Context: an optimization exercise on an open-source flow, tuned for small area. The choices shown serve that exercise and are no tape-out recipe. The RTL was checked by simulation tests, not by an equivalence proof against the original design. The clock port is modelled as an ideal driver; clocking choices that lean on that would not hold on a real chip. Power and IR drop assume default switching activity.

Setup of wip/violet:
==> flow/design.v <==
package regfile_mp_pkg;
    localparam int RF_DATA_W = 32;
    localparam int RF_ADDR_W = 5;
endpackage
module regfile_oai221 (
    input  logic a1, a2, b1, b2, c1,
    output logic y
);
    assign y = ~((a1 | a2) & (b1 | b2) & c1);
endmodule
module regfile_oai22 (
    input  logic a1, a2, b1, b2,
    output logic y
);
    assign y = ~((a1 | a2) & (b1 | b2));
endmodule
module regfile_nand2 (
    input  logic a, b,
    output logic y
);
    assign y = ~(a & b);
endmodule
module regfile_nor2 (
    input  logic a, b,
    output logic y
);
    assign y = ~(a | b);
endmodule
module regfile_nand_n #(
    parameter int N = 4
) (
    input  logic [N-1:0] a,
    output logic         y
);
    assign y = ~&a;
endmodule
module regfile_nor_n #(
    parameter int N = 4
) (
    input  logic [N-1:0] a,
    output logic         y
);
    assign y = ~|a;
endmodule
module regfile_bit (
    input  logic clk_i,
    input  logic nh1_i,
    input  logic nh0_i,
    input  logic hold_i,
    input  logic wd1_i,
    input  logic wd0_i,
    output logic qn_o
);
    logic keep_n, d;
    regfile_nand2  u_keep (.a(hold_i), .b(qn_o), .y(keep_n));
    regfile_oai221 u_next (.a1(nh1_i), .a2(wd1_i), .b1(nh0_i), .b2(wd0_i), .c1(keep_n), .y(d));
    always_ff @(posedge clk_i) begin
        qn_o <= d;
    end
endmodule
module regfile_rd_bit (
    input  logic [30:0] nsel_i,
    input  logic [30:0] qn_i,
    output logic        q_o
);
    logic [15:0] part;      
    logic [3:0]  grp_n;     
    for (genvar g = 0; g < 15; g++) begin : g_oai
        regfile_oai22 u_oai (
            .a1(nsel_i[2*g]),   .a2(qn_i[2*g]),
            .b1(nsel_i[2*g+1]), .b2(qn_i[2*g+1]),
            .y (part[g])
        );
    end
    regfile_nor2 u_last (.a(nsel_i[30]), .b(qn_i[30]), .y(part[15]));
    for (genvar g = 0; g < 4; g++) begin : g_nor
        regfile_nor_n #(.N(4)) u_nor (.a(part[4*g +: 4]), .y(grp_n[g]));
    end
    regfile_nand_n #(.N(4)) u_out (.a(grp_n), .y(q_o));
endmodule
module regfile_rd_port
#(
    parameter int DATA_W = regfile_mp_pkg::RF_DATA_W,
    parameter int DEPTH  = 32
) (
    input  logic [DEPTH-1:1]          nsel_i,
    input  logic [DEPTH*DATA_W-1:0]   memn_i,
    output logic [DATA_W-1:0]         rdata_o
);
    for (genvar b = 0; b < DATA_W; b++) begin : g_bit
        logic [DEPTH-1:1] col;
        for (genvar e = 1; e < DEPTH; e++) begin : g_col
            assign col[e] = memn_i[e*DATA_W + b];
        end
        regfile_rd_bit u_bit (
            .nsel_i (nsel_i),
            .qn_i   (col),
            .q_o    (rdata_o[b])
        );
    end
endmodule
module regfile_mp
#(
    parameter int DATA_W = regfile_mp_pkg::RF_DATA_W,
    parameter int ADDR_W = regfile_mp_pkg::RF_ADDR_W
) (
    input  logic                  clk_i,
    input  logic                  rst_ni,
    input  logic [1:0]            we_i,
    input  logic [2*ADDR_W-1:0]   waddr_i,
    input  logic [2*DATA_W-1:0]   wdata_i,
    input  logic [2*ADDR_W-1:0]   raddr_i,
    input  logic                  clr_i,
    output logic                  busy_o,
    output logic [2*DATA_W-1:0]   rdata_o
);
    localparam int DEPTH = 2**ADDR_W;
    logic              busy_q;
    logic [ADDR_W-1:0] ptr_q;
    logic [DEPTH-1:1]  valid_q;
    logic [DATA_W-1:0] memn_q [1:DEPTH-1];    
    logic [ADDR_W-1:0] wa0, wa1;
    logic [DATA_W-1:0] wd0, wd1;
    logic              wr_ok;
    logic [DEPTH-1:1]  h0, h1, hold, clr_e;
    assign wa0 = waddr_i[0 +: ADDR_W];
    assign wa1 = waddr_i[ADDR_W +: ADDR_W];
    assign wd0 = wdata_i[0 +: DATA_W];
    assign wd1 = wdata_i[DATA_W +: DATA_W];
    assign wr_ok = !busy_q && !clr_i;
    always_comb begin
        for (int e = 1; e < DEPTH; e++) begin
            h1[e]    = we_i[1] && wr_ok && (wa1 == ADDR_W'(e));
            h0[e]    = we_i[0] && wr_ok && (wa0 == ADDR_W'(e)) && !h1[e];
            hold[e]  = !(h0[e] || h1[e]);
            clr_e[e] = busy_q && (ptr_q == ADDR_W'(e));
        end
    end
    always_ff @(posedge clk_i or negedge rst_ni) begin
        if (!rst_ni) begin
            busy_q <= 1'b0;
            ptr_q  <= '0;
        end else begin
            busy_q <= busy_q ? (ptr_q != ADDR_W'(DEPTH-1)) : clr_i;
            ptr_q  <= busy_q ? ptr_q + 1'b1 : '0;
        end
    end
    assign busy_o = busy_q;
    always_ff @(posedge clk_i or negedge rst_ni) begin
        if (!rst_ni) begin
            valid_q <= '0;
        end else begin
            valid_q <= (valid_q & ~clr_e) | h0 | h1;
        end
    end
    for (genvar e = 1; e < DEPTH; e++) begin : g_word
        for (genvar b = 0; b < DATA_W; b++) begin : g_bit
            regfile_bit u_bit (
                .clk_i  (clk_i),
                .nh1_i  (!h1[e]),
                .nh0_i  (!h0[e]),
                .hold_i (hold[e]),
                .wd1_i  (wd1[b]),
                .wd0_i  (wd0[b]),
                .qn_o   (memn_q[e][b])
            );
        end
    end
    logic [DEPTH*DATA_W-1:0] memn_flat;
    always_comb begin
        memn_flat[0 +: DATA_W] = '1;
        for (int e = 1; e < DEPTH; e++) begin
            memn_flat[e*DATA_W +: DATA_W] = memn_q[e];
        end
    end
    for (genvar j = 0; j < 2; j++) begin : g_rd
        logic [ADDR_W-1:0] ra;
        logic [DEPTH-1:1]  nsel;      
        logic [DATA_W-1:0] arr;       
        logic              byp1, byp0;
        logic [DATA_W-1:0] rdata_d, rdata_q;
        assign ra = raddr_i[j*ADDR_W +: ADDR_W];
        always_comb begin
            for (int e = 1; e < DEPTH; e++) begin
                nsel[e] = !((ra == ADDR_W'(e)) && valid_q[e]);
            end
        end
        regfile_rd_port #(
            .DATA_W (DATA_W),
            .DEPTH  (DEPTH)
        ) u_rd_port (
            .nsel_i  (nsel),
            .memn_i  (memn_flat),
            .rdata_o (arr)
        );
        assign byp1 = we_i[1] && wr_ok && (wa1 == ra) && (ra != '0);
        assign byp0 = we_i[0] && wr_ok && (wa0 == ra) && (ra != '0) && !byp1;
        always_comb begin
            rdata_d = ({DATA_W{byp1}} & wd1) |
                      ({DATA_W{byp0}} & wd0) |
                      ({DATA_W{!(byp1 || byp0)}} & arr);
        end
        always_ff @(posedge clk_i or negedge rst_ni) begin
            if (!rst_ni) begin
                rdata_q <= '0;
            end else begin
                rdata_q <= rdata_d;
            end
        end
        assign rdata_o[j*DATA_W +: DATA_W] = rdata_q;
    end
endmodule
module regfile_top (
    input  logic         clk_i,
    input  logic         rst_ni,
    input  logic [1:0]   we_i,
    input  logic [9:0]   waddr_i,
    input  logic [63:0]  wdata_i,
    input  logic [9:0]   raddr_i,
    input  logic         clr_i,
    output logic         busy_o,
    output logic [63:0]  rdata_o
);
    regfile_mp #(
        .DATA_W   (32),
        .ADDR_W   (5)
    ) u_rf (
        .clk_i   (clk_i),
        .rst_ni  (rst_ni),
        .we_i    (we_i),
        .waddr_i (waddr_i),
        .wdata_i (wdata_i),
        .raddr_i (raddr_i),
        .clr_i   (clr_i),
        .busy_o  (busy_o),
        .rdata_o (rdata_o)
    );
endmodule
Settings: LEC_CHECK=0, CAP_MARGIN=20, CORE_MARGIN=2, CORE_UTILIZATION=45, PLACE_DENSITY=0.47, SLEW_MARGIN=20, SYNTH_HIERARCHICAL=1, SYNTH_MINIMUM_KEEP_SIZE=0; clock period 4.0 ns.
standard.sh (not shown) runs the stock make flow with config.mk's settings and CLKGATE_MAP_FILE= SYNTH_SCRIPT=/design/flow/synth_recipe.tcl, a recipe that flattens the netlist after the stock synthesis.
==> flow/flow/run.sh <==
#!/bin/bash
# Layout flow: the standard flow (standard.sh: unchanged synthesis, floorplan,
# power grid and tap cells, placement, routing), with these changes to how the
# layout is made:
#  - at the start of floorplan, gates that synthesis sized up are set back to
#    drive strength 1 (downsize.tcl); the resizer sizes up again where needed,
#  - port buffers are buf_2 cells instead of delay cells,
#  - the clock tree has no dummy loads and uses larger sink clusters,
#  - after clock tree synthesis, data buffers and gates are set one size smaller
#    and the resizer then repairs slew, capacitance and timing (recover.tcl).
set -euo pipefail
here=$(pwd)
export PRE_FLOORPLAN_TCL="$here/flow/downsize.tcl"
export POST_CTS_TCL="$here/flow/recover.tcl"
export BUFFER_PORTS_ARGS="-buffer_cell sky130_fd_sc_hd__buf_2"
export CTS_ARGS="-sink_clustering_enable -repair_clock_nets -dont_use_dummy_load -sink_clustering_size 25 -sink_clustering_max_diameter 100"
bash standard.sh synth > log_synth.txt 2>&1
bash standard.sh > log_layout.txt 2>&1
==> flow/flow/recover.tcl <==
# Area recovery after clock tree synthesis: set data buffers and gates one step
# smaller, then fix any slew, capacitance or setup violation this leaves.
report_design_area
set db [ord::get_db]
set smaller {buf_16 buf_12 buf_12 buf_8 buf_8 buf_6 buf_6 buf_4 buf_4 buf_2}
set n 0
foreach inst [[ord::get_db_block] getInsts] {
  set m [[$inst getMaster] getName]
  if {[string match "*clkbuf*" $m]} continue
  set new ""
  foreach {a b} $smaller { if {$m eq "sky130_fd_sc_hd__$a"} { set new "sky130_fd_sc_hd__$b" } }
  if {$new eq "" && [regexp {^(sky130_fd_sc_hd__(nand|nor|a[0-9]+oi|o[0-9]+ai)[0-9a-z]*)_([248])$} $m -> base kind sz]} { set new ${base}_1 }
  if {$new eq ""} continue
  set nm [$db findMaster $new]
  if {$nm eq "NULL"} continue
  $inst swapMaster $nm
  incr n
}
puts "recover3: $n instances set smaller"
repair_design -slew_margin 20 -cap_margin 20 -verbose
repair_timing -setup -setup_margin 0.1 -verbose
repair_timing -hold -verbose
detailed_placement
check_placement -verbose
report_design_area
Other scripts of this flow, unchanged in this note and not shown: flow/flow/downsize.tcl
wip/violet closes out successfully: all stages finished, all timing, DRC and antenna checks passed.
For wip/maple, these inputs were changed with respect to wip/violet:
-- flow/flow/run.sh --
<<< wip/violet, line 8
#  - the clock tree has no dummy loads and uses larger sink clusters,
#  - after clock tree synthesis, data buffers and gates are set one size smaller
#    and the resizer then repairs slew, capacitance and timing (recover.tcl).
>>> wip/maple, line 8
#  - the clock tree has no dummy loads and uses larger sink clusters.
<<< wip/violet, line 14
export POST_CTS_TCL="$here/flow/recover.tcl"
>>> wip/maple, line 12
removed: flow/flow/recover.tcl
Both conditions hold for wip/maple: the flow ran to the end and the final layout passed the timing, design-rule and antenna checks.
wip/maple and wip/violet ended up with roughly the same total met3 wirelength after detailed routing.
Proportion of power drawn by the clock network: wip/maple vs wip/violet down 0.2 points
Layout buffer count excluding clock buffers is lower on wip/maple
wip/maple does worse than wip/violet on area of all placed cells without fillers.
On clock power, wip/violet and wip/maple are basically level.
Compared to wip/violet, wip/maple has shortest clock period the worst path allows after layout 0.30 ns lower.
wip/violet -> wip/maple: post-placement cell count delta 0, exact match
On sequential share of layout area: between wip/violet and wip/maple, it ends up lower for wip/maple.
From wip/maple to wip/violet, critical path depth did not move at all.
The mean routed wirelength per cell of wip/maple and that of wip/violet are within noise of each other.
The inputs of wip/tundra differ from those of wip/maple as listed below.
- CORE_UTILIZATION now 60, was 45
- PLACE_DENSITY now 0.62, was 0.47
-- flow/flow/run.sh --
<<< wip/maple, line 13
export CTS_ARGS="-sink_clustering_enable -repair_clock_nets -dont_use_dummy_load -sink_clustering_size 25 -sink_clustering_max_diameter 100"
>>> wip/tundra, line 13
export CTS_ARGS="-sink_clustering_enable -repair_clock_nets -dont_use_dummy_load -sink_clustering_size 22 -sink_clustering_max_diameter 120"
[summary]
- Global-route met3 utilization: wip/maple and wip/tundra compared, higher one is wip/tundra
- wip/maple was larger in final cell area than wip/tundra.
- On wip/tundra: all-layer global routing usage is 15 points higher than what wip/maple gave.
- Going from wip/maple to wip/tundra, power density over the cells now larger; die area now smaller.
Relative to wip/tundra, the following input files were edited for wip/quartz:
- PLACE_DENSITY: 0.62 -> 0.47
- CORE_UTILIZATION: 60 -> 45
-- flow/flow/run.sh --
<<< wip/tundra, line 13
export CTS_ARGS="-sink_clustering_enable -repair_clock_nets -dont_use_dummy_load -sink_clustering_size 22 -sink_clustering_max_diameter 120"
>>> wip/quartz, line 13
export CTS_ARGS="-sink_clustering_enable -repair_clock_nets -dont_use_dummy_load -sink_clustering_size 40 -sink_clustering_max_diameter 60"
--- outcome ---
Compare wip/tundra and wip/quartz | peak per-stage delay on the critical path higher: wip/tundra
Across both runs, data arrival at the endpoint of the critical path was lower for wip/quartz than for wip/tundra.
Compared with wip/tundra, achievable clock frequency in wip/quartz increased by a few percent.
Compared with wip/tundra, wip/quartz shows a via count that is 4125 lower.
Route | wip/quartz vs wip/tundra | wire longer in wip/quartz
Looking at total of fill cells in the finished design, wip/quartz sits about 50% higher than wip/tundra does.
wip/tundra vs wip/quartz, worst setup path endpoint: u_rf.g_rd[1].rdata_q[8] vs u_rf.g_rd[0].rdata_q[14]
STATUS setup slack: wip/quartz wins against wip/tundra
Re fraction of area in multi-input gates: wip/tundra and wip/quartz aren't equal, and the lower value belongs to wip/quartz.
Relative to wip/tundra, area of the core increased by 26000 µm² in wip/quartz.
Post-layout utilization of the core (wip/quartz over wip/tundra): decrease, 16 points

==> what the ideal ports hide <==
The flow's constraints put no driver on any port. The routed layouts listed below were extracted and timed again, unchanged, in two steps. Step 1: set_driving_cell puts a clkbuf_16 on clk_i and a buf_2 on each other input, an assumption about the parent block. Step 2, shift: input delay + t, output delay - t, t = (earliest + latest rising clock arrival at the registers) / 2. This alone moves slack from input paths to output paths. a / b / c = no drivers / after step 1 / after step 2; a / b = the first two.
run	t (ns)	setup WS [ns]	hold slack, ns
wip/violet	0.774	0.336 / 0.351 / -0.424	0.227 / 0.174 / 0.499
wip/maple	0.778	0.632 / 0.646 / -0.132	0.131 / 0.076 / 0.497
wip/tundra	0.768	0.466 / 0.522 / -0.246	0.082 / 0.027 / 0.498
wip/quartz	0.772	0.658 / 0.674 / -0.098	0.117 / 0.061 / 0.489
With both steps, setup timing fails in every run listed, where it was met with ideal ports. The setup slack of wip/maple, which loses most, moves by +0.014 ns with the drivers and by -0.764 ns with both steps.
